What follows belongs to an exercise in optimizing a design on an open flow for small area, a short achievable clock period and few clock cycles; a production flow would make more cautious choices. No functional check of the RTL was part of any run shown here. No activity file was given, so power comes from the tool's default toggle rates.

==> design/flow/config.mk <==
export PLATFORM = sky130hd
export DESIGN_NAME = octree_searcher
export DESIGN_NICKNAME = octree_searcher
export VERILOG_FILES = /design/flow/design.v
export SDC_FILE = /design/flow/constraint.sdc
export NUM_CORES = 4
export LEC_CHECK = 0
export CAP_MARGIN = 20
export CORE_MARGIN = 2
export CORE_UTILIZATION = 40
export SETUP_SLACK_MARGIN = 3.3
export SLEW_MARGIN = 20
==> design/flow/constraint.sdc <==
create_clock -name core_clock -period 6.0 [get_ports {clk}]
set_input_delay 1.2000 -clock core_clock [delete_from_list [all_inputs] [get_ports {clk}]]
set_output_delay 1.2000 -clock core_clock [all_outputs]
set_load 0.01 [all_outputs]
==> design/flow/design.v <==
`default_nettype none
package octree_pkg;
  typedef logic [16-1:0]   addr_t;
  typedef logic [64-1:0]   word_t;
  typedef logic [3-1:0]  level_t;
  typedef logic [12-1:0]    pos_t;
  typedef logic [12-1:0]   slot_t;
  typedef logic [4-1:0] lod_mask_t;
  typedef enum logic [1:0] {WALK_IDLE, WALK_POP, WALK_READ, WALK_SCAN} walk_state_e;
  typedef enum logic [1:0] {FETCH_IDLE, FETCH_READ, FETCH_WAIT, FETCH_HOLD} fetch_state_e;
endpackage
`default_nettype wire
`timescale 1ns/1ps
`default_nettype none
import octree_pkg::*;
module octree_searcher
(
  input  logic           clk,
  input  logic           rst_n,
  input  logic           start_i,
  input  octree_pkg::lod_mask_t      lod_mask_i,
  output logic           busy_o,
  output logic           done_o,
  output logic           sram_cen_o,
  output octree_pkg::addr_t          sram_addr_o,
  input  octree_pkg::word_t          sram_q_i,
  output octree_pkg::word_t          feature_o,
  output logic           feature_valid_o,
  input  logic           feature_ready_i
);
  function automatic logic [2:0] ffs8(input logic [7:0] m);
    ffs8 = m[0] ? 3'd0 : m[1] ? 3'd1 : m[2] ? 3'd2 : m[3] ? 3'd3 :
           m[4] ? 3'd4 : m[5] ? 3'd5 : m[6] ? 3'd6 : 3'd7;
  endfunction
  logic        s_idle, s_issue, s_data, s_dec, s_done;
  logic        busy_q;
  logic        qfeat_q;    
  logic [1:0]  lvl_q;      
  logic [1:0]  dep_q;      
  logic [7:0]  m0_q, m1_q, m2_q;   
  logic [7:0]  cap_q;      
  logic [7:0]  waddr_q;    
  logic [1:0]  wlane_q;    
  logic        fbusy_q;
  logic [7:0]  fa_q;       
  logic [7:0]  frest_q;    
  logic [1:0]  fk_q;       
  logic        wreq, freq, ffire;
  assign wreq  = s_issue;
  assign freq  = fbusy_q && !s_issue && !s_idle;
  assign ffire = freq && (!qfeat_q || feature_ready_i);
  assign sram_cen_o  = !((s_idle && start_i) ||
                         ((wreq || freq) && (!qfeat_q || feature_ready_i)));
  assign sram_addr_o = (s_issue || s_idle) ? {8'b0, waddr_q} : {5'b0, 1'b1, fa_q, fk_q};
  assign feature_o       = sram_q_i;
  assign feature_valid_o = qfeat_q;
  assign busy_o          = busy_q;
  assign done_o          = s_done && !fbusy_q && (!qfeat_q || feature_ready_i);
  logic       f_last, f_accept;
  logic [2:0] fn;
  assign f_last   = (fk_q == 2'd3) && (frest_q == 8'd0);
  assign f_accept = !fbusy_q || (ffire && f_last);
  assign fn       = ffs8(frest_q);
  logic [15:0] lane;
  logic [7:0]  cbits, sbits;
  assign lane = sram_q_i[{wlane_q, 4'b0000} +: 16];
  always_comb begin
    for (int i = 0; i < 8; i++) begin
      cbits[i] = lane[2*i];
      sbits[i] = lane[2*i+1];
    end
  end
  logic leaf, any;
  assign leaf = (dep_q == lvl_q);
  assign any  = |cap_q;
  logic [7:0] m0_rest, m1_rest, m2_rest;
  logic       more0, more1, more2;
  assign m0_rest = m0_q & (m0_q - 8'd1);
  assign m1_rest = m1_q & (m1_q - 8'd1);
  assign m2_rest = m2_q & (m2_q - 8'd1);
  assign more0 = |m0_rest;
  assign more1 = |m1_rest;
  assign more2 = |m2_rest;
  logic adv3, adv2, adv1;
  assign adv3 = (dep_q == 2'd3) && more2;
  assign adv2 = !adv3 && dep_q[1] && more1;
  assign adv1 = !adv3 && !adv2 && (dep_q != 2'd0) && more0;
  logic [3:0] lod_above;
  logic       has_next_lvl;
  logic [1:0] next_lvl;
  always_comb begin
    for (int i = 0; i < 4; i++) lod_above[i] = lod_mask_i[i] && (2'(i) > lvl_q);
    has_next_lvl = |lod_above;
    next_lvl = lod_above[1] ? 2'd1 : lod_above[2] ? 2'd2 : 2'd3;
  end
  logic [9:0] slot_cur, child_slot, sib3_slot, sib2_slot, sib1_slot, adv_slot;
  logic [2:0] ic, p1, p2, n1, n2, n3;
  always_comb begin
    slot_cur = {waddr_q, wlane_q};
    ic = ffs8(cap_q);
    p1 = ffs8(m0_q);
    p2 = ffs8(m1_q);
    n1 = ffs8(m0_rest);
    n2 = ffs8(m1_rest);
    n3 = ffs8(m2_rest);
    child_slot = {slot_cur[6:0] + 7'(ic == 3'd7), 3'(ic + 3'd1)};
    sib3_slot  = {({1'b0, p1} + 4'd1), 6'd0} + {3'd0, ({1'b0, p2} + 4'd1), 3'd0} +
                 {6'd0, ({1'b0, n3} + 4'd1)};
    sib2_slot  = {3'd0, ({1'b0, p1} + 4'd1), 3'd0} + {6'd0, ({1'b0, n2} + 4'd1)};
    sib1_slot  = {6'd0, ({1'b0, n1} + 4'd1)};
    adv_slot   = adv3 ? sib3_slot : adv2 ? sib2_slot : adv1 ? sib1_slot : 10'd0;
  end
  logic [7:0] fa_first, fa_next;
  assign fa_first = {slot_cur[4:0] + 5'(ic == 3'd7), 3'(ic + 3'd1)};
  assign fa_next  = {fa_q[7:3] + 5'(fn == 3'd7), 3'(fn + 3'd1)};
  logic dec_desc, dec_hold, dec_adv, handoff;
  assign dec_desc = s_dec && !leaf && any;
  assign dec_hold = s_dec && leaf && any && !f_accept;
  assign dec_adv  = s_dec && !dec_desc && !dec_hold;
  assign handoff  = s_dec && leaf && any && f_accept;
  always_ff @(posedge clk or negedge rst_n) begin
    if (!rst_n) begin
      s_idle  <= 1'b1;
      s_issue <= 1'b0;
      s_data  <= 1'b0;
      s_dec   <= 1'b0;
      s_done  <= 1'b0;
      busy_q  <= 1'b0;
      qfeat_q <= 1'b0;
      fbusy_q <= 1'b0;
      fk_q    <= 2'd0;
      waddr_q <= 8'd0;
      wlane_q <= 2'd0;
    end else begin
      qfeat_q <= ffire || (qfeat_q && !feature_ready_i);
      if (s_idle && start_i) busy_q <= 1'b1;
      else if (done_o) busy_q <= 1'b0;
      if (ffire) begin
        fk_q <= fk_q + 2'd1;
        if (f_last) fbusy_q <= 1'b0;
      end
      if (handoff) fbusy_q <= 1'b1;
      if (s_idle && start_i) begin
        s_idle <= 1'b0;
        if (lod_mask_i == 4'd0) s_done <= 1'b1;
        else s_data <= 1'b1;
      end
      if (s_issue && (!qfeat_q || feature_ready_i)) begin
        s_issue <= 1'b0;
        s_data  <= 1'b1;
      end
      if (s_data) begin
        s_data <= 1'b0;
        s_dec  <= 1'b1;
      end
      if (dec_desc) begin
        s_dec   <= 1'b0;
        s_issue <= 1'b1;
        waddr_q <= child_slot[9:2];
        wlane_q <= child_slot[1:0];
      end
      if (dec_adv) begin
        s_dec   <= 1'b0;
        waddr_q <= adv_slot[9:2];
        wlane_q <= adv_slot[1:0];
        if (adv3 || adv2 || adv1 || has_next_lvl) s_issue <= 1'b1;
        else s_done <= 1'b1;
      end
      if (s_done && done_o) begin
        s_done <= 1'b0;
        s_idle <= 1'b1;
        waddr_q <= 8'd0;
        wlane_q <= 2'd0;
      end
    end
  end
  always_ff @(posedge clk) begin
    if (s_idle && start_i) begin
      dep_q <= 2'd0;
      lvl_q <= lod_mask_i[0] ? 2'd0 : lod_mask_i[1] ? 2'd1 : lod_mask_i[2] ? 2'd2 : 2'd3;
    end
    if (s_data) cap_q <= leaf ? sbits : cbits;
    if (dec_desc) begin
      dep_q <= dep_q + 2'd1;
      case (dep_q)
        2'd0: m0_q <= cap_q;
        2'd1: m1_q <= cap_q;
        default: m2_q <= cap_q;
      endcase
    end
    if (dec_adv) begin
      if (adv3) begin
        m2_q  <= m2_rest;
      end else if (adv2) begin
        dep_q <= 2'd2;
        m1_q  <= m1_rest;
      end else if (adv1) begin
        dep_q <= 2'd1;
        m0_q  <= m0_rest;
      end else begin
        dep_q <= 2'd0;
        lvl_q <= next_lvl;
      end
    end
    if (ffire && (fk_q == 2'd3)) begin
      fa_q    <= fa_next;
      frest_q <= frest_q & (frest_q - 8'd1);
    end
    if (handoff) begin
      fa_q    <= fa_first;
      frest_q <= cap_q & (cap_q - 8'd1);
    end
  end
endmodule
`default_nettype wire
==> design/flow/run.sh <==
#!/bin/bash
# synth_recipe.tcl (not shown) runs the flow's synth.tcl, then flattens the netlist and writes it again
# the make line also repeats each setting of config.mk as NAME=value (left out here)
make -C /OpenROAD-flow-scripts/flow DESIGN_CONFIG=/design/flow/config.mk WORK_HOME=/design/flow/orfs CLKGATE_MAP_FILE= SYNTH_SCRIPT=/design/flow/synth_recipe.tcl finish
==> summary.md, run 1 <==
| Metric | Value |
|---|---|
| Status | no timing/DRC/antenna violations |
| Synthesis-stage register bit count | slightly above 70 |
| Required time of the critical path | between 4 and 5 ns |
| Post-synthesis share of cell area spent on xor and xnor gates | 3.85% |
| Vias in the first global route | roughly 6.0k |
| Cell breakdown of the critical path | buf_6 > nand2b_4 > nand2_4 > and3_4 > buf_6 |
| Starting DRT DRC Count | 479 |
| Detailed Route WL | 22.5 mm |
| Worst IR Drop VDD | 219 uV |
| Max stage delay on crit path | ~0.19 ns |
| Average via count per standard cell | approximately 5.9 |
| Die Width | 128 um |
| Avg Inst Size Synth | around 9 sq um |
| Max Fanout on Critical Path | 5 |
| Final Slew Violations | 0 |
| Complex-gate fraction of the synthesized area | between 20% and 30% |
| Height of the die | 128 um |
| H-tree depth | 3 |
| Drt pass-1 iters | 5 |
| Critical path arrival | about 1.8 ns |
| Number of buffers and inverters on the critical path | 2 |
| Cell at the root of the clock tree | clkbuf_16 |
| Layout Area Growth over Synthesis | 40.4% |
| Fin crit period | ~3 ns |
| Multiplexer share of the synthesized area | between 10% and 20% |
| Number of flops mapped to enable cells by yosys | 23 |
| Hold-fix buffers at CTS | 0 |
| WS Path Type | in2out |
| Count of inserted antenna diode cells | 0 |
| Async set-reset flop share out of synthesis | 28.2% |
| Slowest cell on the critical path | and3_4 |
| Via count | 6156 |
| Total die area | about 0.016 sq mm |
| Setup-violating endpoint count in the final report | 0 |
| Global-route wire length before repair | about 33 mm |
| Dominant cell type by count on the critical path | buf_6 |
| Unrepaired setup endpoints after global routing | yes |
| Leading cell type by number of instances after synthesis | buf_4 |
| Adder-cell share of the synthesized area | around 4.4% |
| Total chip power | about 0.0053 W |
| Final weighted congestion in routability-driven placement | around 0.90 |
| I/O Pins | roughly 160 |
| Number of DRC violations after detailed routing | 0 |
| Number of rows created at floorplan | 45 |
| Clk slew on worst S/H paths | ~0.06 ns |
| Number of buffers on the longest clock path | 2 |
| Fraction of layout instances using a drive strength above 1 | between 40% and 50% |
| Post-synthesis instance area | about 0.006 sq mm |
| Cell Count, Final, Fillers Out | ~1.0k |
| Clk_skew | between 0.007 and 0.008 ns |
| Total clock buffers created by CTS | 9 |
| Average detailed-routed wire length per instance | ~22 um |
| Primary flip-flop cell chosen by synthesis mapping | dfxtp_1 |
| Effective utilization at floorplan | between 40% and 50% |
| Final critical-path share of the clock period | ~51% |
| Grt total ovfl | 0 |
| Total Nets Final | roughly 940 |
| Kind of cell adding the most delay to the critical path | simple AND/OR/NAND/NOR gates |
| Number of placed instances, taps included | just over 900 |
| CTS tree | yes |
| Final number of hold-violating endpoints | 0 |
| Gate count of the mapped netlist | around 690 |
| Quantity of I/O buffers inserted on ports | 150 |
| Total Negative Setup Slacks | 0 ns |
| Post-synthesis simple-gate area fraction | ~17% |
| Placeable core area | between 0.015 and 0.02 sq mm |
| Worst rel slew slack | 33.5% |
| Number of antenna-violating nets in the routed design | 0 |
| Commonest cells post-synth | buf_4 (70), nand2_1 (61), o21ai_0 (36) |
| Largest cells by area after synthesis | edfxtp_1 (11%), dfxtp_1 (9.1%), buf_4 (8.6%) |
| Largest family of logic cells by synthesized area | compound AO/OA/AOI/OAI gates |
| Leakage Power | roughly 3.6 nW |
| Startpoint kind of the worst setup timing path | primary input |
| Number of maximum-capacitance violations | 0 |
| Area leader, netlist | edfxtp_1 |
| Worst-Margin Slew | approximately 1 ns |
| Initial antenna violation count | 0 |
| Share of the yosys chip area belonging to registers | between 20% and 30% |
| Achievable clock frequency | 329 MHz |
| Total power divided by cell area | about 610 mW/mm^2 |
| Largest net degree at the start of global routing | 21 |
| Number of warning messages in the yosys log | 1 |
| Total Routing Usage GR | between 20% and 30% |
| Detailed-placement wirelength estimate | approximately 14 mm |
| Post-synth top area share | 11.3% |
| Critical Path End Type | output port |
| Total number of clock tree sinks | 71 |
| Worst hold-check path type | reg2reg |
| Number of library cell types mapped by synthesis | 84 |
| Clock latency of the later-clocked register in the worst-skew pair | roughly 0.34 ns |
[cells in the final DEF (no fill, tap or decap), types with 10 or more instances in the layout]
master    Yosys  layout
buf_2         7      92
nand2_1      61      55
mux2_2       19      16
ha_1         20      15
buf_6         4      73
a21oi_1      27      24
edfxtp_1     23      23
xnor2_1      17      15
a22o_1       10      10
nand3_1      20      16
mux2i_1      15      15
inv_1        26      23
mux4_2       16      16
nor2b_1      11      11
o211ai_1     12      12
nor2_1       35      32
dfxtp_1      28      19
nor3_1       15      10
buf_4        70      80
o21ai_0      36      28
dfrtp_1      19      18
[kinds of logic (layout without fill, tap and decap cells)]
logic type,Yosys count,in the layout
xor gates and xnor gates,27,27
adders and majority gates,22,22
AOI/OAI and AO/OA,169,170
buffers and inverters,143,303
and+or+nand+nor,205,209
DFF,71,71
other,1,5
muxes,50,50
[layout make-up]
type / count / area (sq um)
fillers: 1346 / 6470
multi-input cells: 483 / 4190
clock buffers: 11 / 243
inverters: 27 / 101
well taps: 188 / 235
clock inverters: 5 / 32.5
repair buffers: 260 / 2040
flip-flops and latches: 71 / 1780
[per-stage QoR]
stage	hold WS, ns	utilization [%]	area (sq um)	setup WS (ns)
floorplan	0.468	-	6230	3.09
global placement	0.493	47.9	7220	1.88
detailed placement	0.492	47.9	7220	1.84
CTS	0.503	52.6	7940	2.97
global route	0.536	57.1	8620	2.93
finish	0.498	57.1	8620	2.96
[path summary, 6_finish.rpt]
path | cells after the start | start | to | slack [ns]
worst min-delay path | 1 | fk_q[0] | fk_q[0] | 0.50
worst min register to register | 1 | fk_q[0] | fk_q[0] | 0.50
worst max-delay path | 5 | feature_ready_i | sram_cen_o | 2.96
worst max register to register | 14 | m2_q[3] | waddr_q[4] | 3.10
max in group asynchronous | 1 | rst_n | s_issue | 3.97
min in group asynchronous | 1 | rst_n | s_done | 1.39
[report_power, final]
group          internal (W)  leakage, nW  switching (W)
Clock              0.000291        0.130       0.000216
Combinational       0.00173         2.78        0.00185
Sequential         0.000773        0.693       0.000430
Total               0.00279         3.60        0.00250
[sequential cells by signal, summed over array words and instances, names as in the netlist, 2 cells and up]
register / cells
cap_q: 8
fa_q: 8
m0_q: 8
m1_q: 8
m2_q: 8
waddr_q: 8
frest_q: 7
dep_q: 2
fk_q: 2
lvl_q: 2
wlane_q: 2
[timing repair]
action                                  in CTS  in global routing
endpoints found under the setup margin     147                 67
resized for setup                          635                 98
setup buffers                               74                 34
gates cloned                                 1                  4
pin swaps                                   25                 47
[layer usage]
layer  share of wire (%)  wire length (um)  GRT usage (%)  up-vias
met5                   0                 0              0        -
met4                 3.3               735           9.70        0
met3                 6.2              1390           5.18       55
met2                  51             11400           46.1      268
met1                  40              8900           32.7     3013
li1                    -                 -              -     2820
==> run 2: changes to the inputs <==
==> design/flow/flow/run.sh (new file) <==
#!/bin/bash
# Standard ORFS layout, with small buffers on the ports instead of the default choice.
set -euo pipefail
export BUFFER_PORTS_ARGS="-buffer_cell sky130_fd_sc_hd__buf_2"
bash standard.sh > standard_make.log 2>&1
==> design/flow/standard.sh (new file) <==
#!/bin/bash
# synth_recipe.tcl (not shown) runs the flow's synth.tcl, then flattens the netlist and writes it again
# the make line also repeats each setting of config.mk as NAME=value (left out here)
make -C /OpenROAD-flow-scripts/flow DESIGN_CONFIG=/design/flow/config.mk WORK_HOME=/design/flow/orfs CLKGATE_MAP_FILE= SYNTH_SCRIPT=/design/flow/synth_recipe.tcl "${@:-finish}"
removed: design/flow/run.sh
==> run 2 against run 1 <==
  * Sequential power is essentially flat
  * Sequential share of layout area grew 2.1 points
  * Synthesized cell count is the same
  * Critical path type unchanged
  * Largest cell class unchanged
  * Largest power group unchanged
==> summary.md, run 2 <==
| Metric | Value |
|---|---|
| Setup-violating endpoint count in the final report | 0 (unchanged) |
| Leading cell type by number of instances after synthesis | buf_4 (unchanged) |
| Total clock buffers created by CTS | 9 (unchanged) |
| Vias in the first global route | 5635 (was 6006) |
| Max Fanout on Critical Path | 5 (unchanged) |
| Complex-gate fraction of the synthesized area | 20.7% (unchanged) |
| Total Routing Usage GR | 23.9% (was 26.5%) |
| Register-to-register setup slack | 3.23 ns (was 3.10 ns) |
| Adder-cell share of the synthesized area | 4.40% (unchanged) |
| Share of power burned in combinational logic | 63.7% (was 67.7%) |
| Average via count per standard cell | 5.99 (was 5.89) |
| Post-synthesis instance area | 0.00614 sq mm (unchanged) |
| Total Nets Final | 899 (was 944) |
| Multiplexer share of the synthesized area | 11.8% (unchanged) |
| H-tree depth | 3 (unchanged) |
| Slowest cell on the critical path | and3_4 (unchanged) |
| Die Width | 128 um (unchanged) |
| Commonest cells after routing, fill and taps aside | buf_2 (141), buf_4 (63), nand2_1 (57) (was buf_2 (92), buf_4 (80), buf_6 (73)) |
| Cell breakdown of the critical path | buf_6 > nand2b_4 > nand3_4 > and3_4 > buf_6 (was buf_6 > nand2b_4 > nand2_4 > and3_4 > buf_6) |
| Worst rel slew slack | 34.1% (was 33.5%) |
| Worst hold-check path type | reg2reg (unchanged) |
| Critical path arrival | 1.84 ns (about the same) |
| Number of antenna-violating nets in the routed design | 0 (unchanged) |
| Leakage Power | 3.27 nW (was 3.60 nW) |
| Placeable core area | 0.0151 sq mm (unchanged) |
| Synthesis-stage register bit count | 71 (unchanged) |
| Area leader, netlist | edfxtp_1 (unchanged) |
| Fraction of power consumed by sequential logic | 24.6% (was 22.8%) |
| Combined area of the multi-input logic cells | 0.00401 sq mm (was 0.00419 sq mm) |
| Final critical-path share of the clock period | 50.6% (about the same) |
| Gate count of the mapped netlist | 688 (unchanged) |
| Count of inserted antenna diode cells | 0 (unchanged) |
| Clock power frac | 11.7% (was 9.6%) |
| Share of the yosys chip area belonging to registers | 28.6% (unchanged) |
| Final number of hold-violating endpoints | 0 (unchanged) |
| Global-route wire length before repair | 30.2 mm (was 33.4 mm) |
| Internal power | 0.00262 W (was 0.00279 W) |
| Number of warning messages in the yosys log | 1 (unchanged) |
| Total number of clock tree sinks | 71 (unchanged) |
| Required time of the critical path | 4.80 ns (about the same) |
| Worst-Margin Slew | 0.989 ns (was 0.998 ns) |
| Total chip power | 0.00492 W (was 0.00529 W) |
| Drt pass-1 iters | 5 (unchanged) |
| Detailed-placement wirelength estimate | 13.9 mm (was 14.3 mm) |
| Total Negative Setup Slacks | 0 ns (unchanged) |
| Clock latency of the later-clocked register in the worst-skew pair | 0.34 ns (about the same) |
| Number of buffers on the longest clock path | 2 (unchanged) |
| Clk_skew | 0.00872 ns (was 0.00793 ns) |
| WS Path Type | in2out (unchanged) |
| Net load switching power | 0.00230 W (was 0.00250 W) |
| Effective utilization at floorplan | 40.7% (unchanged) |
| I/O Pins | 156 (unchanged) |
| Grt total ovfl | 0 (unchanged) |
| Height of the die | 128 um (unchanged) |
| Sequential Area | 0.00177 sq mm (was 0.00178 sq mm) |
| Startpoint kind of the worst setup timing path | primary input (unchanged) |
| Unrepaired setup endpoints after global routing | yes (unchanged) |
| Achievable clock frequency | 329 MHz (about the same) |
| Largest family of logic cells by synthesized area | compound AO/OA/AOI/OAI gates (unchanged) |
| Final weighted congestion in routability-driven placement | 0.972 (was 0.897) |
| Fraction of layout instances using a drive strength above 1 | 43.2% (was 47.4%) |
| Starting DRT DRC Count | 567 (was 479) |
| Primary flip-flop cell chosen by synthesis mapping | dfxtp_1 (unchanged) |
| Average detailed-routed wire length per instance | 20.2 um (was 21.5 um) |
| Initial antenna violation count | 0 (unchanged) |
| Hold-fix buffers at CTS | 0 (unchanged) |
| Fin crit period | 3.04 ns (about the same) |
| Async set-reset flop share out of synthesis | 28.2% (unchanged) |
| Total die area | 0.0164 sq mm (unchanged) |
| Number of library cell types mapped by synthesis | 84 (unchanged) |
| Final Slew Violations | 0 (unchanged) |
| Number of maximum-capacitance violations | 0 (unchanged) |
| Critical Path End Type | output port (unchanged) |
| Commonest cells post-synth | buf_4 (70), nand2_1 (61), o21ai_0 (36) (unchanged) |
| Cell at the root of the clock tree | clkbuf_16 (unchanged) |
| Largest net degree at the start of global routing | 21 (unchanged) |
| Quantity of I/O buffers inserted on ports | 150 (unchanged) |
| Post-synth top area share | 11.3% (unchanged) |
| Switching Fraction | 46.7% (was 47.3%) |
| Number of fillers in the final layout | 1351 (was 1346) |
| CTS tree | yes (unchanged) |
| Via count | 5994 (was 6156) |
| Max stage delay on crit path | 0.19 ns (about the same) |
| Total power divided by cell area | 629 mW/mm^2 (was 614 mW/mm^2) |
| Avg Inst Size Synth | 8.92 sq um (unchanged) |
| Detailed Route WL | 20.2 mm (was 22.5 mm) |
| Number of DRC violations after detailed routing | 0 (unchanged) |
| Layout Area Growth over Synthesis | 27.4% (was 40.4%) |
| Status | no timing/DRC/antenna violations (unchanged) |
| Number of flops mapped to enable cells by yosys | 23 (unchanged) |
| Clk slew on worst S/H paths | 0.06 ns (about the same) |
| Dominant cell type by count on the critical path | buf_6 (unchanged) |
| Leading cell type in the layout, fill and taps excluded | buf_2 (unchanged) |
| Worst IR Drop VDD | 244 uV (was 219 uV) |
| Number of rows created at floorplan | 45 (unchanged) |
| Post-synthesis share of cell area spent on xor and xnor gates | 3.85% (unchanged) |
| Largest cells by area after synthesis | edfxtp_1 (11%), dfxtp_1 (9.1%), buf_4 (8.6%) (unchanged) |
| Post-synthesis simple-gate area fraction | 17.0% (unchanged) |
[run 2: cell counts after synthesis]
No cell type changed its count.
[run 2: metal layers]
metal  up-vias  GRT usage (%)  wire length, um
li1       2731              -                -
met1      2919           29.1             7970
met2       295           41.7            10200
met3        49           3.05             1250
met4         0           11.5              860
met5         -              0                0
[run 2: cell families after synthesis]
group | Yosys count
AOI/OAI and AO/OA | 169
xor gates and xnor gates | 27
adders and majority gates | 22
buffers and inverters | 143
DFF | 71
muxes | 50
other | 1
and+or+nand+nor | 205
[run 2: per-stage QoR]
step                utilization, %  setup WS, ns  instance area, sq um  cells  hold slack (ns)
floorplan                        -          3.09                  6230    692            0.468
global placement              42.9          2.45                  6470    916            0.491
detailed placement            42.9          2.36                  6470    916            0.503
CTS                           49.3          2.98                  7440    982            0.510
global route                  51.8          2.95                  7820   1000            0.531
finish                        51.8          2.96                  7820   1000            0.517
[run 2: worst max-delay path: cells and delay by family]
kind / cells / cell delay, ns
AND/OR/NAND/NOR: 3 / 0.44
buffers and inverters: 2 / 0.19
[run 2: area by class of cell]
class / instances / area share [%]
clock buffers: 12 / 3.15
multi-input cells: 479 / 51.3
well taps: 188 / 3.01
flip-flops and latches: 71 / 22.7
inverters: 27 / 1.33
repair buffers: 219 / 17.6
clock inverters: 4 / 0.912
[run 2: path summary, 6_finish.rpt]
check / to / from / cells past startpoint
worst max-delay path: sram_cen_o / feature_ready_i / 5
worst min-delay path: fk_q[0] / fk_q[0] / 1
worst max register to register: waddr_q[2] / m2_q[2] / 12
worst min register to register: fk_q[0] / fk_q[0] / 1
max in group asynchronous: s_idle / rst_n / 1
min in group asynchronous: busy_q / rst_n / 1
[run 2: repair_timing]
action	CTS	global route
hold endpoints to repair	0	0
cloned	0	2
pin swaps	14	19
gates resized for setup	57	50
setup endpoints to repair	82	67
buffers inserted	50	16
[run 2: power groups by stage]
stage	sequential, W	clock [W]	combinational (W)
floorplan	0.000929	0	0.00200
global placement	0.00123	0	0.00227
detailed placement	0.00124	0	0.00231
CTS	0.00118	0.000581	0.00282
global route	0.00124	0.000601	0.00336
finish	0.00121	0.000576	0.00313
==> run 3: changes to the inputs <==
--- a/design/flow/design.v
+++ b/design/flow/design.v
@@ -46,16 +46,16 @@
   logic [7:0]  frest_q;    
   logic [1:0]  fk_q;       
   logic        wreq, freq, ffire;
+  logic        rq_free_q, rq_held_q, dn_free_q, dn_held_q;
   assign wreq  = s_issue;
   assign freq  = fbusy_q && !s_issue && !s_idle;
   assign ffire = freq && (!qfeat_q || feature_ready_i);
-  assign sram_cen_o  = !((s_idle && start_i) ||
-                         ((wreq || freq) && (!qfeat_q || feature_ready_i)));
+  assign sram_cen_o  = !((s_idle && start_i) || rq_free_q || (rq_held_q && feature_ready_i));
   assign sram_addr_o = (s_issue || s_idle) ? {8'b0, waddr_q} : {5'b0, 1'b1, fa_q, fk_q};
   assign feature_o       = sram_q_i;
   assign feature_valid_o = qfeat_q;
   assign busy_o          = busy_q;
-  assign done_o          = s_done && !fbusy_q && (!qfeat_q || feature_ready_i);
+  assign done_o          = dn_free_q || (dn_held_q && feature_ready_i);
   logic       f_last, f_accept;
   logic [2:0] fn;
   assign f_last   = (fk_q == 2'd3) && (frest_q == 8'd0);
@@ -118,6 +118,37 @@
   assign dec_hold = s_dec && leaf && any && !f_accept;
   assign dec_adv  = s_dec && !dec_desc && !dec_hold;
   assign handoff  = s_dec && leaf && any && f_accept;
+  logic n_issue, n_fbusy, n_qfeat, n_done, n_idle;
+  always_comb begin
+    n_qfeat = ffire || (qfeat_q && !feature_ready_i);
+    n_fbusy = fbusy_q;
+    if (ffire && f_last) n_fbusy = 1'b0;
+    if (handoff) n_fbusy = 1'b1;
+    n_issue = s_issue;
+    if (s_issue && (!qfeat_q || feature_ready_i)) n_issue = 1'b0;
+    if (dec_desc) n_issue = 1'b1;
+    if (dec_adv && (adv3 || adv2 || adv1 || has_next_lvl)) n_issue = 1'b1;
+    n_done = s_done;
+    if (s_idle && start_i && (lod_mask_i == 4'd0)) n_done = 1'b1;
+    if (dec_adv && !(adv3 || adv2 || adv1 || has_next_lvl)) n_done = 1'b1;
+    if (s_done && done_o) n_done = 1'b0;
+    n_idle = s_idle;
+    if (s_idle && start_i) n_idle = 1'b0;
+    if (s_done && done_o) n_idle = 1'b1;
+  end
+  always_ff @(posedge clk or negedge rst_n) begin
+    if (!rst_n) begin
+      rq_free_q <= 1'b0;
+      rq_held_q <= 1'b0;
+      dn_free_q <= 1'b0;
+      dn_held_q <= 1'b0;
+    end else begin
+      rq_free_q <= (n_issue || (n_fbusy && !n_idle)) && !n_qfeat;
+      rq_held_q <= (n_issue || (n_fbusy && !n_idle)) && n_qfeat;
+      dn_free_q <= n_done && !n_fbusy && !n_qfeat;
+      dn_held_q <= n_done && !n_fbusy && n_qfeat;
+    end
+  end
   always_ff @(posedge clk or negedge rst_n) begin
     if (!rst_n) begin
       s_idle  <= 1'b1;
--- a/design/flow/config.mk
+++ b/design/flow/config.mk
@@ -8,5 +8,5 @@
 export CAP_MARGIN = 20
 export CORE_MARGIN = 2
 export CORE_UTILIZATION = 40
-export SETUP_SLACK_MARGIN = 3.3
+export SETUP_SLACK_MARGIN = 3.25
 export SLEW_MARGIN = 20
==> run 3 against run 2 <==
  * Setup slack better by 0.099 ns
  * Non-clock buffer count down 29
  * Cell count down 4.4%
  * Design area down 5.5%
  * Wire length down 11%
  * Area after synthesis down 1.8%
  * Global-route usage down 1.9 points
  * Clock power down 3%
==> summary.md, run 3 <==
| Metric | Value |
|---|---|
| Drt pass-1 iters | 5 (unchanged) |
| Detailed-placement wirelength estimate | 12.9 mm (was 13.9 mm) |
| Effective utilization at floorplan | 41.1% (was 40.7%) |
| Largest net degree at the start of global routing | 27 (was 21) |
| Final Slew Violations | 0 (unchanged) |
| Fin crit period | 2.94 ns (was 3.04 ns) |
| Complex-gate fraction of the synthesized area | 19.1% (was 20.7%) |
| Final weighted congestion in routability-driven placement | 0.899 (was 0.972) |
| Die Width | 127 um (was 128 um) |
| Average via count per standard cell | 5.73 (was 5.99) |
| Post-synthesis share of cell area spent on xor and xnor gates | 4.07% (was 3.85%) |
| Initial antenna violation count | 1 (was 0) |
| Total clock buffers created by CTS | 9 (unchanged) |
| Quantity of I/O buffers inserted on ports | 150 (unchanged) |
| Synthesis-stage register bit count | 75 (was 71) |
| Primary flip-flop cell chosen by synthesis mapping | dfxtp_1 (unchanged) |
| Achievable clock frequency | 341 MHz (was 329 MHz) |
| Grt total ovfl | 0 (unchanged) |
| Number of maximum-capacitance violations | 0 (unchanged) |
| Clock latency of the later-clocked register in the worst-skew pair | 0.35 ns (was 0.34 ns) |
| Total power divided by cell area | 557 mW/mm^2 (was 629 mW/mm^2) |
| Commonest cells post-synth | buf_4 (69), nand2_1 (47), nor2_1 (47) (was buf_4 (70), nand2_1 (61), o21ai_0 (36)) |
| Number of buffers on the longest clock path | 2 (unchanged) |
| Largest family of logic cells by synthesized area | compound AO/OA/AOI/OAI gates (unchanged) |
| Number of library cell types mapped by synthesis | 77 (was 84) |
| Setup-violating endpoint count in the final report | 0 (unchanged) |
| Average detailed-routed wire length per instance | 18.8 um (was 20.2 um) |
| Number of DRC violations after detailed routing | 0 (unchanged) |
| Worst hold-check path type | reg2reg (unchanged) |
| Vias in the first global route | 5186 (was 5635) |
| Number of flops mapped to enable cells by yosys | 23 (unchanged) |
| Commonest cells after routing, fill and taps aside | buf_2 (148), nor2_1 (43), nand2_1 (43) (was buf_2 (141), buf_4 (63), nand2_1 (57)) |
| Share of the yosys chip area belonging to registers | 30.8% (was 28.6%) |
| Largest cells by area after synthesis | edfxtp_1 (11%), dfrtp_1 (9.6%), dfxtp_1 (9.3%) (was edfxtp_1 (11%), dfxtp_1 (9.1%), buf_4 (8.6%)) |
| H-tree depth | 3 (unchanged) |
| Adder-cell share of the synthesized area | 4.82% (was 4.40%) |
| Total chip power | 0.00412 W (was 0.00492 W) |
| Max Fanout on Critical Path | 2 (was 5) |
| Via count | 5481 (was 5994) |
| CTS tree | yes (unchanged) |
| Startpoint kind of the worst setup timing path | primary input (unchanged) |
| Number of warning messages in the yosys log | 1 (unchanged) |
| Cell at the root of the clock tree | clkbuf_16 (unchanged) |
| Clk slew on worst S/H paths | 0.06 ns (about the same) |
| Number of rows created at floorplan | 44 (was 45) |
| Post-synthesis instance area | 0.00603 sq mm (was 0.00614 sq mm) |
| Layout Area Growth over Synthesis | 22.7% (was 27.4%) |
| Post-synthesis simple-gate area fraction | 16.7% (was 17.0%) |
| Async set-reset flop share out of synthesis | 32.0% (was 28.2%) |
| Multiplexer share of the synthesized area | 11.9% (was 11.8%) |
| Final critical-path share of the clock period | 48.9% (was 50.6%) |
| WS Path Type | in2out (unchanged) |
| Critical path arrival | 1.74 ns (was 1.84 ns) |
| Sequential Area | 0.00188 sq mm (was 0.00177 sq mm) |
| Total number of clock tree sinks | 75 (was 71) |
| Unrepaired setup endpoints after global routing | yes (unchanged) |
| Gate count of the mapped netlist | 668 (was 688) |
| Total Routing Usage GR | 21.9% (was 23.9%) |
| Worst IR Drop VDD | 218 uV (was 244 uV) |
| Hold-fix buffers at CTS | 0 (unchanged) |
| Total Nets Final | 859 (was 899) |
| Worst-Margin Slew | 0.926 ns (was 0.989 ns) |
| Clk_skew | 0.00741 ns (was 0.00872 ns) |
| Final number of hold-violating endpoints | 0 (unchanged) |
| Global-route wire length before repair | 27.5 mm (was 30.2 mm) |
| Leading cell type in the layout, fill and taps excluded | buf_2 (unchanged) |
| Area leader, netlist | edfxtp_1 (unchanged) |
| Avg Inst Size Synth | 9.02 sq um (was 8.92 sq um) |
| Number of fillers in the final layout | 1350 (was 1351) |
| Required time of the critical path | 4.80 ns (about the same) |
| Combined area of the multi-input logic cells | 0.00378 sq mm (was 0.00401 sq mm) |
| Count of inserted antenna diode cells | 0 (unchanged) |
| Worst rel slew slack | 38.2% (was 34.1%) |
| Status | no timing/DRC/antenna violations (unchanged) |
| Total Negative Setup Slacks | 0 ns (unchanged) |
| Placeable core area | 0.0146 sq mm (was 0.0151 sq mm) |
| I/O Pins | 156 (unchanged) |
| Starting DRT DRC Count | 432 (was 567) |
| Leading cell type by number of instances after synthesis | buf_4 (unchanged) |
| Detailed Route WL | 18.0 mm (was 20.2 mm) |
| Leakage Power | 3.13 nW (was 3.27 nW) |
| Fraction of layout instances using a drive strength above 1 | 42.6% (was 43.2%) |
| Total die area | 0.0161 sq mm (was 0.0164 sq mm) |
| Number of antenna-violating nets in the routed design | 0 (unchanged) |
| Worst hold slack | 0.477 ns (was 0.517 ns) |
| Height of the die | 127 um (was 128 um) |
| Post-synth top area share | 11.5% (was 11.3%) |
| Critical Path End Type | output port (unchanged) |
run 3: cell types whose count changed after synthesis, sizes merged, moves of 5 or more:
cell    change
nand2      -15
nor2       +11
mux2i       -9
nor3        +8
o21ai       +8
mux2        +7
o211ai      -7
a221o       -6
a22o        +6
buf         -6
nand4       -5
run 3: logic make-up (layout without fill, tap and decap cells):
group | after synthesis | count (layout)
buffers and inverters | 132 | 231
muxes | 48 | 48
other | 1 | 5
DFF | 75 | 75
xor gates and xnor gates | 28 | 28
and+or+nand+nor | 197 | 197
adders and majority gates | 24 | 24
AOI/OAI and AO/OA | 163 | 164
run 3: worst max-delay path, cell delays in order:
cell	delay, ns
buf_8	0.10
a221oi_2	0.26
buf_2	0.18
run 3: final timing paths:
kind | from | endpoint | slack (ns) | cells after the start
max in group asynchronous | rst_n | wlane_q[0] | 4.74 | 1
worst max-delay path | start_i | sram_cen_o | 3.06 | 3
worst min register to register | m0_q[7] | m0_q[7] | 0.48 | 2
min in group asynchronous | rst_n | busy_q | 0.85 | 1
worst min-delay path | m0_q[7] | m0_q[7] | 0.48 | 2
worst max register to register | m1_q[1] | waddr_q[4] | 3.18 | 10
run 3: timing repair:
item | 4_1_cts | 5_1_grt
cloned | 0 | 1
pin swaps | 11 | 11
endpoints found under the hold margin | 0 | 0
setup buffers | 21 | 18
setup endpoints to repair | 83 | 40
gates resized for setup | 50 | 36
run 3: area by class of cell:
| type | instances | area share, % |
|---|---|---|
| Clock buffer | 13 | 3.96 |
| Clock inverter | 3 | 0.237 |
| Inverter | 25 | 1.30 |
| Multi-Input combinational cell | 466 | 51.1 |
| Sequential cell | 75 | 25.5 |
| Tap cell | 184 | 3.11 |
| Timing Repair Buffer | 190 | 14.8 |
run 3: through the flow:
step,utilization [%],setup WS [ns],instance area (sq um),instances
final,50.5,3.06,7390,956
after floorplan,-,3.00,6090,672
after CTS,48.5,3.13,7100,937
after detailed placement,43.7,2.53,6400,900
after global placement,43.7,2.62,6400,900
after global routing,50.5,3.06,7390,956
run 3: power by group:
part | leakage (nW) | switching (W) | internal (W) | total [W]
clock network | 0.152 | 0.000218 | 0.000341 | 0.000559
logic | 2.24 | 0.00123 | 0.00112 | 0.00235
registers | 0.742 | 0.000439 | 0.000764 | 0.00120
run 3: layer usage:
metal	GRT usage, %	up-vias	wire length [um]
li1	-	2582	-
met1	26.1	2632	7250
met2	38.7	235	9170
met3	5.15	32	1070
met4	7.76	0	491
met5	0	-	0
==> run 4: changes to the inputs <==
--- a/design/flow/config.mk
+++ b/design/flow/config.mk
@@ -5,6 +5,7 @@
 export SDC_FILE = /design/flow/constraint.sdc
 export NUM_CORES = 4
 export LEC_CHECK = 0
+export ABC_AREA = 1
 export CAP_MARGIN = 20
 export CORE_MARGIN = 2
 export CORE_UTILIZATION = 40
==> run 4 against run 3 <==
  * Setup slack improved by 0.028 ns
  * First-iteration DRC count decreased by 11%
  * Synthesized cell count increased by 29%
  * Hold slack improved by 0.0012 ns
  * Area after synthesis increased by 0.25%
  * Cell count increased by 19%
  * Sequential power decreased by 14%
  * Clock power decreased by 5.5%
  * Largest cell class unchanged
  * Highest routed layer unchanged
  * Via count increased by 6.1%
==> summary.md, run 4 <==
| Metric | Value |
|---|---|
| Status | no timing/DRC/antenna violations (unchanged) |
| FF-to-FF path depth | 15 (was 10) |
| Cell breakdown of the critical path | buf_2 > nand2_4 > inv_4 > a211oi_2 > buf_2 (was buf_8 > a221oi_2 > buf_2) |
| Clk_skew | 0.00691 ns (was 0.00741 ns) |
| Average detailed-routed wire length per instance | 15.0 um (was 18.8 um) |
| Async set-reset flop share out of synthesis | 32.0% (unchanged) |
| Kind of cell adding the most delay to the critical path | buffers and inverters (unchanged) |
| Hold-fix buffers at CTS | 0 (unchanged) |
| I/O Pins | 156 (unchanged) |
| Height of the die | 127 um (about the same) |
| Post-synthesis instance area | 0.00604 sq mm (was 0.00603 sq mm) |
| H-tree depth | 3 (unchanged) |
| Die Width | 127 um (about the same) |
| Worst R2R End | waddr_q[7] (was waddr_q[4]) |
| Achievable clock frequency | 344 MHz (was 341 MHz) |
| Share of the core filled with cells in the final layout | 47.0% (was 50.5%) |
| Synthesis-stage register bit count | 75 (unchanged) |
| Fin crit period | 2.91 ns (was 2.94 ns) |
| Switching Fraction | 51.3% (was 45.9%) |
| Commonest cells post-synth | nand2_1 (180), nor2_1 (110), inv_1 (81) (was buf_4 (69), nand2_1 (47), nor2_1 (47)) |
| Number of flops mapped to enable cells by yosys | 23 (unchanged) |
| Layout Area Growth over Synthesis | 14.0% (was 22.7%) |
| Number of rows created at floorplan | 44 (unchanged) |
| Worst IR Drop VDD | 180 uV (was 218 uV) |
| Commonest cells after routing, fill and taps aside | nand2_1 (175), buf_2 (149), nor2_1 (107) (was buf_2 (148), nor2_1 (43), nand2_1 (43)) |
| Critical Path End Type | output port (unchanged) |
| Setup-violating endpoint count in the final report | 0 (unchanged) |
| Post-synth top area share | 11.4% (was 11.5%) |
| Global-route wire length before repair | 27.2 mm (was 27.5 mm) |
| Total number of clock tree sinks | 75 (unchanged) |
| WS Path Type | in2out (unchanged) |
| Cell at the root of the clock tree | clkbuf_16 (unchanged) |
| Slowest cell on the critical path | buf_2 (was a221oi_2) |
| Worst hold-check path type | reg2reg (unchanged) |
| Clock latency of the later-clocked register in the worst-skew pair | 0.34 ns (was 0.35 ns) |
| Largest family of logic cells by synthesized area | simple AND/OR/NAND/NOR gates (was compound AO/OA/AOI/OAI gates) |
| Total Routing Usage GR | 21.5% (was 21.9%) |
| Timing startpoint of the critical path | start_i (unchanged) |
| Share of power burned in combinational logic | 59.2% (was 57.2%) |
| Required time of the critical path | 4.80 ns (about the same) |
| Complex-gate fraction of the synthesized area | 16.5% (was 19.1%) |
| Unrepaired setup endpoints after global routing | yes (unchanged) |
| Total die area | 0.0161 sq mm (about the same) |
| Number of buffers on the longest clock path | 2 (unchanged) |
| Largest cells by area after synthesis | edfxtp_1 (11%), nand2_1 (11%), dfrtp_1 (9.5%) (was edfxtp_1 (11%), dfrtp_1 (9.6%), dfxtp_1 (9.3%)) |
| Number of antenna-violating nets in the routed design | 0 (unchanged) |
| Drt pass-1 iters | 4 (was 5) |
| Number of warning messages in the yosys log | 1 (unchanged) |
| Total Negative Setup Slacks | 0 ns (unchanged) |
| Max stage delay on crit path | 0.15 ns (was 0.26 ns) |
| Total clock buffers created by CTS | 9 (unchanged) |
| Multiplexer share of the synthesized area | 0.870% (was 11.9%) |
| Largest net degree at the start of global routing | 34 (was 27) |
| Initial antenna violation count | 0 (was 1) |
| Starting DRT DRC Count | 383 (was 432) |
| Clk slew on worst S/H paths | 0.06 ns (about the same) |
| Vias in the first global route | 5495 (was 5186) |
| Detailed-placement wirelength estimate | 13.7 mm (was 12.9 mm) |
| Max Fanout on Critical Path | 6 (was 2) |
| Worst-Margin Slew | 0.878 ns (was 0.926 ns) |
| Launch point of the worst reg-to-reg path | cap_q[3] (was m1_q[1]) |
| Dominant cell type by count on the critical path | buf_2 |
| Leakage Power | 3.40 nW (was 3.13 nW) |
| CTS tree | yes (unchanged) |
| Count of inserted antenna diode cells | 0 (unchanged) |
| Via count | 5817 (was 5481) |
| Detailed Route WL | 17.1 mm (was 18.0 mm) |
| Post-synthesis simple-gate area fraction | 29.8% (was 16.7%) |
| Clock power frac | 13.8% (was 13.6%) |
| Fraction of power consumed by sequential logic | 27.0% (was 29.2%) |
| Total power divided by cell area | 554 mW/mm^2 (was 557 mW/mm^2) |
| Avg Inst Size Synth | 6.99 sq um (was 9.02 sq um) |
| Gate count of the mapped netlist | 864 (was 668) |
| Share of the yosys chip area belonging to registers | 30.7% (was 30.8%) |
| Grt total ovfl | 0 (unchanged) |
| Startpoint kind of the worst setup timing path | primary input (unchanged) |
| Average via count per standard cell | 5.10 (was 5.73) |
| Fraction of layout instances using a drive strength above 1 | 27.6% (was 42.6%) |
| Leading cell type in the layout, fill and taps excluded | nand2_1 (was buf_2) |
| Quantity of I/O buffers inserted on ports | 150 (unchanged) |
| Number of maximum-capacitance violations | 0 (unchanged) |
| Effective utilization at floorplan | 41.3% (was 41.1%) |
| Register-to-register setup slack | 3.44 ns (was 3.18 ns) |
| Number of library cell types mapped by synthesis | 51 (was 77) |
| Final number of hold-violating endpoints | 0 (unchanged) |
| End of the critical path | sram_cen_o (unchanged) |
| Final weighted congestion in routability-driven placement | 0.892 (was 0.899) |
| Final Slew Violations | 0 (unchanged) |
| Number of DRC violations after detailed routing | 0 (unchanged) |
| Critical path arrival | 1.71 ns (was 1.74 ns) |
| Area leader, netlist | edfxtp_1 (unchanged) |
| Number of buffers and inverters on the critical path | 3 (was 2) |
| Primary flip-flop cell chosen by synthesis mapping | dfxtp_1 (unchanged) |
| Worst rel slew slack | 41.4% (was 38.2%) |
| Adder-cell share of the synthesized area | 4.14% (was 4.82%) |
| Placeable core area | 0.0146 sq mm (unchanged) |
| Crit path depth | 5 (was 3) |
| Post-synthesis share of cell area spent on xor and xnor gates | 1.74% (was 4.07%) |
| Net load switching power | 0.00196 W (was 0.00189 W) |
| Final critical-path share of the clock period | 48.5% (was 48.9%) |
| Total Nets Final | 1044 (was 859) |
| Internal power | 0.00186 W (was 0.00223 W) |
| Leading cell type by number of instances after synthesis | nand2_1 (was buf_4) |
-- run 4: cell types whose count changed after synthesis, sizes merged, moves of 16 or more --
cell,previous run,this run
inv,25,93
xnor2,20,2
nand3,17,52
clkbuf,30,13
nor2,47,124
mux2,26,2
nand2,47,197
mux4,16,0
o21ai,44,98
a22o,16,0
-- run 4: worst min-delay path by stage --
stage               startpoint    endpoint  depth (start not counted)
finish                  busy_q      busy_q                          2
detailed placement      busy_q      busy_q                          2
global route            busy_q      busy_q                          2
floorplan           waddr_q[6]  waddr_q[6]                          2
global placement       m1_q[7]     m1_q[7]                          2
CTS                    m1_q[7]     m1_q[7]                          2
-- run 4: final cells by class --
| class | instances | area (sq um) |
|---|---|---|
| clock buffers | 9 | 225 |
| clock inverters | 7 | 61.3 |
| fillers | 1533 | 7760 |
| inverters | 93 | 358 |
| multi-input cells | 609 | 3290 |
| flip-flops and latches | 75 | 1850 |
| well taps | 184 | 230 |
| repair buffers | 163 | 858 |
| repair inverters | 1 | 7.51 |
-- run 4: kinds of logic after synthesis --
family | Yosys count
simple gates | 396
buf+inv | 184
compound gates | 171
flops | 75
fa+ha+maj | 20
xor+xnor | 12
mux | 5
other cells | 1
-- run 4: worst reg2reg max path, delay by kind of cell (launching register included) --
| kind | cells | cell delay, ns |
|---|---|---|
| AND/OR/NAND/NOR | 10 | 1.02 |
| adder cells (fa/ha/maj) | 4 | 0.78 |
| flip-flops | 1 | 0.42 |
| buffers and inverters | 1 | 0.25 |
-- run 4: repair_timing --
action	in CTS	in global routing
setup endpoints to repair	25	42
pin swaps	3	4
setup buffers	3	9
gates resized for setup	16	13
gates cloned	1	0
-- run 4: power groups by stage --
stage | Clock (W) | Sequential [W] | Combinational (W)
after global placement | 0 | 0.00105 | 0.00215
after global routing | 0.000564 | 0.00106 | 0.00256
final | 0.000528 | 0.00103 | 0.00226
after floorplan | 0 | 0.000958 | 0.00169
after detailed placement | 0 | 0.00104 | 0.00216
after CTS | 0.000534 | 0.00103 | 0.00220
-- run 4: per-stage QoR --
stage | total power, W | setup WS, ns | hold slack [ns] | instances | instance area [sq um]
final | 0.00382 | 3.09 | 0.478 | 1141 | 6890
after global routing | 0.00418 | 3.05 | 0.510 | 1141 | 6890
after CTS | 0.00377 | 3.09 | 0.483 | 1132 | 6780
after detailed placement | 0.00320 | 2.88 | 0.470 | 1112 | 6420
after global placement | 0.00320 | 2.94 | 0.468 | 1112 | 6420
after floorplan | 0.00265 | 3.18 | 0.449 | 868 | 6060
-- run 4: routing by layer --
metal / part of all wire [%] / GRT usage [%]
met1: 44 / 27.6
met2: 48 / 37.1
met3: 5.4 / 2.40
met4: 2.9 / 8.08
met5: 0 / 0
==> run 5: changes to the inputs <==
--- a/design/flow/design.v
+++ b/design/flow/design.v
@@ -33,7 +33,6 @@
            m[4] ? 3'd4 : m[5] ? 3'd5 : m[6] ? 3'd6 : 3'd7;
   endfunction
   logic        s_idle, s_issue, s_data, s_dec, s_done;
-  logic        busy_q;
   logic        qfeat_q;    
   logic [1:0]  lvl_q;      
   logic [1:0]  dep_q;      
@@ -50,11 +49,11 @@
   assign wreq  = s_issue;
   assign freq  = fbusy_q && !s_issue && !s_idle;
   assign ffire = freq && (!qfeat_q || feature_ready_i);
-  assign sram_cen_o  = !((s_idle && start_i) || rq_free_q || (rq_held_q && feature_ready_i));
+  assign sram_cen_o  = !(rq_free_q || (rq_held_q && feature_ready_i));
   assign sram_addr_o = (s_issue || s_idle) ? {8'b0, waddr_q} : {5'b0, 1'b1, fa_q, fk_q};
   assign feature_o       = sram_q_i;
   assign feature_valid_o = qfeat_q;
-  assign busy_o          = busy_q;
+  assign busy_o          = !s_idle;
   assign done_o          = dn_free_q || (dn_held_q && feature_ready_i);
   logic       f_last, f_accept;
   logic [2:0] fn;
@@ -94,19 +93,17 @@
     next_lvl = lod_above[1] ? 2'd1 : lod_above[2] ? 2'd2 : 2'd3;
   end
   logic [9:0] slot_cur, child_slot, sib3_slot, sib2_slot, sib1_slot, adv_slot;
-  logic [2:0] ic, p1, p2, n1, n2, n3;
+  logic [2:0] ic, p1, n1, n2, n3;
   always_comb begin
     slot_cur = {waddr_q, wlane_q};
     ic = ffs8(cap_q);
     p1 = ffs8(m0_q);
-    p2 = ffs8(m1_q);
     n1 = ffs8(m0_rest);
     n2 = ffs8(m1_rest);
     n3 = ffs8(m2_rest);
     child_slot = {slot_cur[6:0] + 7'(ic == 3'd7), 3'(ic + 3'd1)};
-    sib3_slot  = {({1'b0, p1} + 4'd1), 6'd0} + {3'd0, ({1'b0, p2} + 4'd1), 3'd0} +
-                 {6'd0, ({1'b0, n3} + 4'd1)};
-    sib2_slot  = {3'd0, ({1'b0, p1} + 4'd1), 3'd0} + {6'd0, ({1'b0, n2} + 4'd1)};
+    sib3_slot  = {slot_cur[9:3] + 7'(n3 == 3'd7), 3'(n3 + 3'd1)};
+    sib2_slot  = {3'd0, ({1'b0, p1} + 4'd1) + 4'(n2 == 3'd7), 3'(n2 + 3'd1)};
     sib1_slot  = {6'd0, ({1'b0, n1} + 4'd1)};
     adv_slot   = adv3 ? sib3_slot : adv2 ? sib2_slot : adv1 ? sib1_slot : 10'd0;
   end
@@ -138,12 +135,12 @@
   end
   always_ff @(posedge clk or negedge rst_n) begin
     if (!rst_n) begin
-      rq_free_q <= 1'b0;
+      rq_free_q <= 1'b1;
       rq_held_q <= 1'b0;
       dn_free_q <= 1'b0;
       dn_held_q <= 1'b0;
     end else begin
-      rq_free_q <= (n_issue || (n_fbusy && !n_idle)) && !n_qfeat;
+      rq_free_q <= (n_issue || n_fbusy || n_idle) && !n_qfeat;
       rq_held_q <= (n_issue || (n_fbusy && !n_idle)) && n_qfeat;
       dn_free_q <= n_done && !n_fbusy && !n_qfeat;
       dn_held_q <= n_done && !n_fbusy && n_qfeat;
@@ -156,7 +153,6 @@
       s_data  <= 1'b0;
       s_dec   <= 1'b0;
       s_done  <= 1'b0;
-      busy_q  <= 1'b0;
       qfeat_q <= 1'b0;
       fbusy_q <= 1'b0;
       fk_q    <= 2'd0;
@@ -164,8 +160,6 @@
       wlane_q <= 2'd0;
     end else begin
       qfeat_q <= ffire || (qfeat_q && !feature_ready_i);
-      if (s_idle && start_i) busy_q <= 1'b1;
-      else if (done_o) busy_q <= 1'b0;
       if (ffire) begin
         fk_q <= fk_q + 2'd1;
         if (f_last) fbusy_q <= 1'b0;
==> run 5 against run 4 <==
  * Setup slack better by 0.17 ns
  * Design area down 6.1%
  * Register-to-register slack about the same
  * Wire length fell by 5.9%
  * Largest power group unchanged
  * Hold slack improved by 0.0026 ns
  * Sequential share of layout area increased by 1.4 points
  * Still clean
  * Flip-flop and latch count down 1
  * Area after synthesis is 5.9% lower
==> summary.md, run 5 <==
| Metric | Value |
|---|---|
| Commonest cells after routing, fill and taps aside | buf_2 (148), nand2_1 (140), nor2_1 (119) (was nand2_1 (175), buf_2 (149), nor2_1 (107)) |
| Total Negative Setup Slacks | 0 ns (unchanged) |
| Final weighted congestion in routability-driven placement | 0.893 (was 0.892) |
| Worst hold slack | 0.480 ns (was 0.478 ns) |
| Startpoint kind of the worst setup timing path | primary input (unchanged) |
| Async set-reset flop share out of synthesis | 31.1% (was 32.0%) |
| Fin crit period | 2.74 ns (was 2.91 ns) |
| Number of rows created at floorplan | 43 (was 44) |
| Cell breakdown of the critical path | buf_6 > a21oi_2 > buf_2 (was buf_2 > nand2_4 > inv_4 > a211oi_2 > buf_2) |
| Avg Inst Size Synth | 7.05 sq um (was 6.99 sq um) |
| Grt total ovfl | 0 (unchanged) |
| Leading cell type in the layout, fill and taps excluded | buf_2 (was nand2_1) |
| H-tree depth | 3 (unchanged) |
| Average detailed-routed wire length per instance | 15.0 um (about the same) |
| Worst hold-check path type | reg2reg (unchanged) |
| Number of library cell types mapped by synthesis | 46 (was 51) |
| Synthesis-stage register bit count | 74 (was 75) |
| Internal power | 0.00185 W (was 0.00186 W) |
| Global-route wire length before repair | 25.3 mm (was 27.2 mm) |
| Number of fillers in the final layout | 1491 (was 1533) |
| Number of DRC violations after detailed routing | 0 (unchanged) |
| Average via count per standard cell | 4.98 (was 5.10) |
| Number of antenna-violating nets in the routed design | 0 (unchanged) |
| Worst rel slew slack | 46.0% (was 41.4%) |
| Height of the die | 123 um (was 127 um) |
| Total clock buffers created by CTS | 9 (unchanged) |
| Post-synthesis share of cell area spent on xor and xnor gates | 2.62% (was 1.74%) |
| Number of flops mapped to enable cells by yosys | 23 (unchanged) |
| Largest family of logic cells by synthesized area | simple AND/OR/NAND/NOR gates (unchanged) |
| Clk_skew | 0.00766 ns (was 0.00691 ns) |
| Cell at the root of the clock tree | clkbuf_16 (unchanged) |
| Slowest cell on the critical path | buf_2 (unchanged) |
| Post-synth top area share | 12.2% (was 11.4%) |
| Largest cells by area after synthesis | edfxtp_1 (12%), dfxtp_1 (9.9%), nand2_1 (9.4%) (was edfxtp_1 (11%), nand2_1 (11%), dfrtp_1 (9.5%)) |
| Fraction of layout instances using a drive strength above 1 | 25.4% (was 27.6%) |
| Clk slew on worst S/H paths | 0.06 ns (about the same) |
| Achievable clock frequency | 365 MHz (was 344 MHz) |
| Gate count of the mapped netlist | 806 (was 864) |
| Setup-violating endpoint count in the final report | 0 (unchanged) |
| Register-to-register setup slack | 3.43 ns (was 3.44 ns) |
| Final number of hold-violating endpoints | 0 (unchanged) |
| Largest net degree at the start of global routing | 36 (was 34) |
| Worst IR Drop VDD | 205 uV (was 180 uV) |
| Critical path arrival | 1.54 ns (was 1.71 ns) |
| Share of the yosys chip area belonging to registers | 32.2% (was 30.7%) |
| WS Path Type | in2out (unchanged) |
| Starting DRT DRC Count | 325 (was 383) |
| Total number of clock tree sinks | 74 (was 75) |
| Status | no timing/DRC/antenna violations (unchanged) |
| Max Fanout on Critical Path | 3 (was 6) |
| FF-to-FF path depth | 13 (was 15) |
| Max stage delay on crit path | 0.13 ns (was 0.15 ns) |
| Clock power frac | 14.8% (was 13.8%) |
| Layout Area Growth over Synthesis | 13.9% (was 14.0%) |
| Quantity of I/O buffers inserted on ports | 150 (unchanged) |
| Number of maximum-capacitance violations | 0 (unchanged) |
| Clock latency of the later-clocked register in the worst-skew pair | 0.34 ns (about the same) |
| Area leader, netlist | edfxtp_1 (unchanged) |
| Placeable core area | 0.0139 sq mm (was 0.0146 sq mm) |
| Number of warning messages in the yosys log | 1 (unchanged) |
| Total Nets Final | 979 (was 1044) |
| Adder-cell share of the synthesized area | 4.62% (was 4.14%) |
| Net load switching power | 0.00174 W (was 0.00196 W) |
| Primary flip-flop cell chosen by synthesis mapping | dfxtp_1 (unchanged) |
| I/O Pins | 156 (unchanged) |
| Leakage Power | 3.15 nW (was 3.40 nW) |
| Leading cell type by number of instances after synthesis | nand2_1 (unchanged) |
| Final critical-path share of the clock period | 45.6% (was 48.5%) |
| Total die area | 0.0152 sq mm (was 0.0161 sq mm) |
| Drt pass-1 iters | 5 (was 4) |
| Critical Path End Type | output port (unchanged) |
| CTS tree | yes (unchanged) |
| Initial antenna violation count | 1 (was 0) |
| Min-Delay Path Depth | 2 (unchanged) |
| Total power divided by cell area | 556 mW/mm^2 (was 554 mW/mm^2) |
| Number of buffers on the longest clock path | 2 (unchanged) |
| Unrepaired setup endpoints after global routing | yes (unchanged) |
| Fraction of power consumed by sequential logic | 29.4% (was 27.0%) |
| Switching Fraction | 48.4% (was 51.3%) |
| Detailed Route WL | 16.1 mm (was 17.1 mm) |
| Multiplexer share of the synthesized area | 0.573% (was 0.870%) |
| Final Slew Violations | 0 (unchanged) |
| Post-synthesis simple-gate area fraction | 26.3% (was 29.8%) |
| Required time of the critical path | 4.80 ns (about the same) |
| Post-synthesis instance area | 0.00568 sq mm (was 0.00604 sq mm) |
| Vias in the first global route | 4952 (was 5495) |
| Commonest cells post-synth | nand2_1 (143), nor2_1 (120), o21ai_0 (99) (was nand2_1 (180), nor2_1 (110), inv_1 (81)) |
| Die Width | 123 um (was 127 um) |
| Complex-gate fraction of the synthesized area | 16.5% (about the same) |
| Effective utilization at floorplan | 40.9% (was 41.3%) |
| Detailed-placement wirelength estimate | 12.8 mm (was 13.7 mm) |
| Total Routing Usage GR | 21.8% (was 21.5%) |
| Share of power burned in combinational logic | 55.8% (was 59.2%) |
| Worst-Margin Slew | 0.809 ns (was 0.878 ns) |
| Via count | 5340 (was 5817) |
## run 5: worst paths after layout
| path | end | from |
|---|---|---|
| worst max register to register | waddr_q[5] | cap_q[5] |
| max in group asynchronous | s_idle | rst_n |
| worst max-delay path | sram_cen_o | feature_ready_i |
| worst min-delay path | m1_q[7] | m1_q[7] |
| worst min register to register | m1_q[7] | m1_q[7] |
| min in group asynchronous | waddr_q[6] | rst_n |
## run 5: power groups by stage
stage	clock [W]	combinational (W)	sequential, W
2_1_floorplan	0	0.00153	0.000965
3_3_place_gp	0	0.00194	0.00106
3_5_place_dp	0	0.00195	0.00106
4_1_cts	0.000539	0.00199	0.00105
5_1_grt	0.000559	0.00230	0.00109
6_report	0.000531	0.00201	0.00106
## run 5: area by class of cell
class                           instances  area [sq um]  share of cell area, %
Clock inverter                          1          5.00                 0.0774
Multi-Input combinational cell        553          2950                   45.6
Tap cell                              180           225                   3.48
Clock buffer                           15           289                   4.47
Inverter                               94           359                   5.55
Sequential cell                        74          1830                   28.3
Timing Repair Buffer                  154           806                   12.5
Antenna cell                            1          2.50                 0.0387
## run 5: routing by layer
metal / part of all wire (%) / global-route usage, % / up-vias / wire length [um]
met5: 0 / 0 / - / 0
met4: 2.7 / 9.09 / 0 / 439
met3: 4.7 / 2.81 / 25 / 752
met2: 48 / 36.6 / 180 / 7700
met1: 45 / 28.1 / 2415 / 7190
li1: - / - / 2720 / -
## run 5: logic make-up (layout without fill, tap and decap cells)
| family | count (synthesis) | after routing |
|---|---|---|
| buffers and inverters | 183 | 264 |
| adder cells (fa/ha/maj) | 21 | 21 |
| other | 1 | 6 |
| AO/OA/AOI/OAI | 170 | 170 |
| multiplexers | 3 | 3 |
| flip-flops | 74 | 74 |
| AND/OR/NAND/NOR | 337 | 337 |
| XOR/XNOR | 17 | 17 |
## run 5: critical path: cells and delay by family
kind                   cells  cell delay, ns
buffers and inverters      2            0.23
AOI/OAI and AO/OA          1            0.10
## run 5: through the flow
step / setup WS (ns) / util, % / cell area [sq um] / cells / power, W
CTS: 3.26 / 46.2 / 6410 / 1070 / 0.00358
floorplan: 3.38 / - / 5700 / 810 / 0.00249
finish: 3.26 / 46.6 / 6470 / 1072 / 0.00360
global route: 3.23 / 46.6 / 6470 / 1072 / 0.00395
global placement: 2.81 / 43.7 / 6070 / 1052 / 0.00299
detailed placement: 2.75 / 43.7 / 6070 / 1052 / 0.00301
## run 5: timing repair
item                       in CTS  in global routing
setup endpoints to repair      24                 10
gates resized for setup         5                 17
pin swaps                       3                  2
hold buffers                    0                  0
buffers inserted                2                  1
==> run 6: changes to the inputs <==
--- a/design/flow/config.mk
+++ b/design/flow/config.mk
@@ -9,5 +9,5 @@
 export CAP_MARGIN = 20
 export CORE_MARGIN = 2
 export CORE_UTILIZATION = 40
-export SETUP_SLACK_MARGIN = 3.25
+export SETUP_SLACK_MARGIN = 3.4
 export SLEW_MARGIN = 20
==> run 6 against run 5 <==
  * Core utilization is 10 points higher
  * Wire length up 15%
  * Via count rose by 8.5%
  * Register-to-register slack better by 0.07 ns
  * Clock skew rose by 0.0032 ns
  * Design area up 22%
  * Largest power group unchanged
==> summary.md, run 6 <==
| Metric | Value |
|---|---|
| Status | no timing/DRC/antenna violations (unchanged) |
| Effective utilization at floorplan | 40.9% (unchanged) |
| Total Nets Final | 1028 (was 979) |
| Clk slew on worst S/H paths | 0.06 ns (about the same) |
| WS Path Type | in2out (unchanged) |
| Clock latency of the later-clocked register in the worst-skew pair | 0.34 ns (about the same) |
| Total Negative Setup Slacks | 0 ns (unchanged) |
| Post-synthesis share of cell area spent on xor and xnor gates | 2.62% (unchanged) |
| Launch point of the worst reg-to-reg path | m2_q[1] (was cap_q[5]) |
| Total clock buffers created by CTS | 9 (unchanged) |
| Worst rel slew slack | 44.8% (was 46.0%) |
| Grt total ovfl | 0 (unchanged) |
| Synthesis-stage register bit count | 74 (unchanged) |
| Hold Crit Endpoint | m0_q[7] (was m1_q[7]) |
| Kind of cell adding the most delay to the critical path | buffers and inverters (unchanged) |
| Dominant cell type by count on the critical path | nand2_2 |
| Average detailed-routed wire length per instance | 16.5 um (was 15.0 um) |
| Worst hold-check path type | reg2reg (unchanged) |
| Setup-violating endpoint count in the final report | 0 (unchanged) |
| Height of the die | 123 um (unchanged) |
| Number of rows created at floorplan | 43 (unchanged) |
| Hold-fix buffers at CTS | 0 (unchanged) |
| Total number of clock tree sinks | 74 (unchanged) |
| H-tree depth | 3 (unchanged) |
| Total power divided by cell area | 495 mW/mm^2 (was 556 mW/mm^2) |
| Worst-Margin Slew | 0.827 ns (was 0.809 ns) |
| Startpoint kind of the worst setup timing path | primary input (unchanged) |
| Number of DRC violations after detailed routing | 0 (unchanged) |
| Die Width | 123 um (unchanged) |
| Slowest cell on the critical path | buf_6 (was buf_2) |
| Adder-cell share of the synthesized area | 4.62% (unchanged) |
| Area leader, netlist | edfxtp_1 (unchanged) |
| Achievable clock frequency | 364 MHz (was 365 MHz) |
| Detailed-placement wirelength estimate | 12.6 mm (was 12.8 mm) |
| Required time of the critical path | 4.80 ns (about the same) |
| Placeable core area | 0.0139 sq mm (unchanged) |
| Post-synth top area share | 12.2% (unchanged) |
| Quantity of I/O buffers inserted on ports | 150 (unchanged) |
| Worst IR Drop VDD | 215 uV (was 205 uV) |
| FF-to-FF path depth | 14 (was 13) |
| CTS tree | yes (unchanged) |
| Starting DRT DRC Count | 370 (was 325) |
| Number of buffers on the longest clock path | 2 (unchanged) |
| Leading cell type in the layout, fill and taps excluded | nand2_1 (was buf_2) |
| Number of antenna-violating nets in the routed design | 0 (unchanged) |
| Multiplexer share of the synthesized area | 0.573% (unchanged) |
| Final critical-path share of the clock period | 45.8% (was 45.6%) |
| Final weighted congestion in routability-driven placement | 0.876 (was 0.893) |
| Global-route wire length before repair | 28.4 mm (was 25.3 mm) |
## run 6: kinds of logic after synthesis
family / after synthesis
buffers and inverters: 183
xor gates and xnor gates: 17
DFF: 74
other: 1
muxes: 3
AOI/OAI and AO/OA: 170
adders and majority gates: 21
and+or+nand+nor: 337
## run 6: per-stage QoR
stage	hold WS, ns	setup slack [ns]	std cells	total power (W)
2_1_floorplan	0.450	3.42	810	0.00250
3_3_place_gp	0.475	2.78	1053	0.00301
3_5_place_dp	0.472	2.72	1053	0.00302
4_1_cts	0.484	3.26	1094	0.00372
5_1_grt	0.523	3.23	1120	0.00426
6_report	0.482	3.25	1120	0.00390
## run 6: final cells by class
class | instances | share of cell area (%)
clock buffer | 15 | 3.79
clock inverter | 1 | 0.0635
inverter | 94 | 4.59
multi-input combinational | 553 | 39.0
sequential | 74 | 23.5
tap | 180 | 2.86
timing repair buffer | 203 | 26.2
## run 6: report_power, final
group / switching, W / internal [W] / total [W]
Clock: 0.000208 / 0.000339 / 0.000547
Sequential: 0.000250 / 0.000815 / 0.00107
Combinational: 0.00141 / 0.000879 / 0.00229
## run 6: worst reg2reg max path: cells and delay by family (launching register included)
kind,cells,cell delay [ns]
DFF,1,0.36
and+or+nand+nor,6,0.63
AOI/OAI and AO/OA,3,0.49
xor gates and xnor gates,1,0.20
adders and majority gates,4,0.72
## run 6: timing repair
action                                  4_1_cts  5_1_grt
pin swaps                                     8       15
buffers inserted                             24       26
endpoints found under the setup margin      110      113
gates cloned                                  1        0
resized for setup                           191       55
## run 6: worst max-delay path by stage
stage,cells past startpoint,endpoint
finish,4,done_o
global route,3,sram_cen_o
CTS,4,done_o
detailed placement,9,frest_q[7]
global placement,9,frest_q[1]
floorplan,9,fa_q[0]
## run 6: per-layer routing
| metal | share of wire (%) | wire, um | GRT usage [%] | vias to the layer above |
|---|---|---|---|---|
| met4 | 3.0 | 556 | 11.4 | 0 |
| met3 | 6.5 | 1210 | 4.94 | 34 |
| met2 | 48 | 8940 | 40.9 | 262 |
| met5 | 0 | 0 | 0 | - |
| met1 | 42 | 7770 | 29.5 | 2684 |
| li1 | - | - | - | 2814 |

what the ideal ports hide:
Ports are ideal in the flow. The routed layouts listed here were re-timed in OpenROAD.
Step 1, drivers: a clkbuf_16 drives clk and a buf_2 each remaining input, both assumed.
Step 2 times the ports against the registers' clock, not the clock port: input delays grow and output delays shrink by t, the midpoint of the rising clock arrivals with the driver on.
a / b / c = no drivers / after step 1 / after step 2; a / b = the first two.
run | t (ns) | slack for setup (ns)
run 1 | 0.380 | 2.961 / 2.924 / 2.924
run 2 | 0.377 | 2.965 / 2.931 / 2.931
run 3 | 0.386 | 3.063 / 3.019 / 2.923
run 4 | 0.382 | 3.091 / 3.068 / 3.068
run 5 | 0.373 | 3.261 / 3.229 / 3.084
run 6 | 0.376 | 3.251 / 3.195 / 3.115
After both steps every run listed still meets setup and hold.
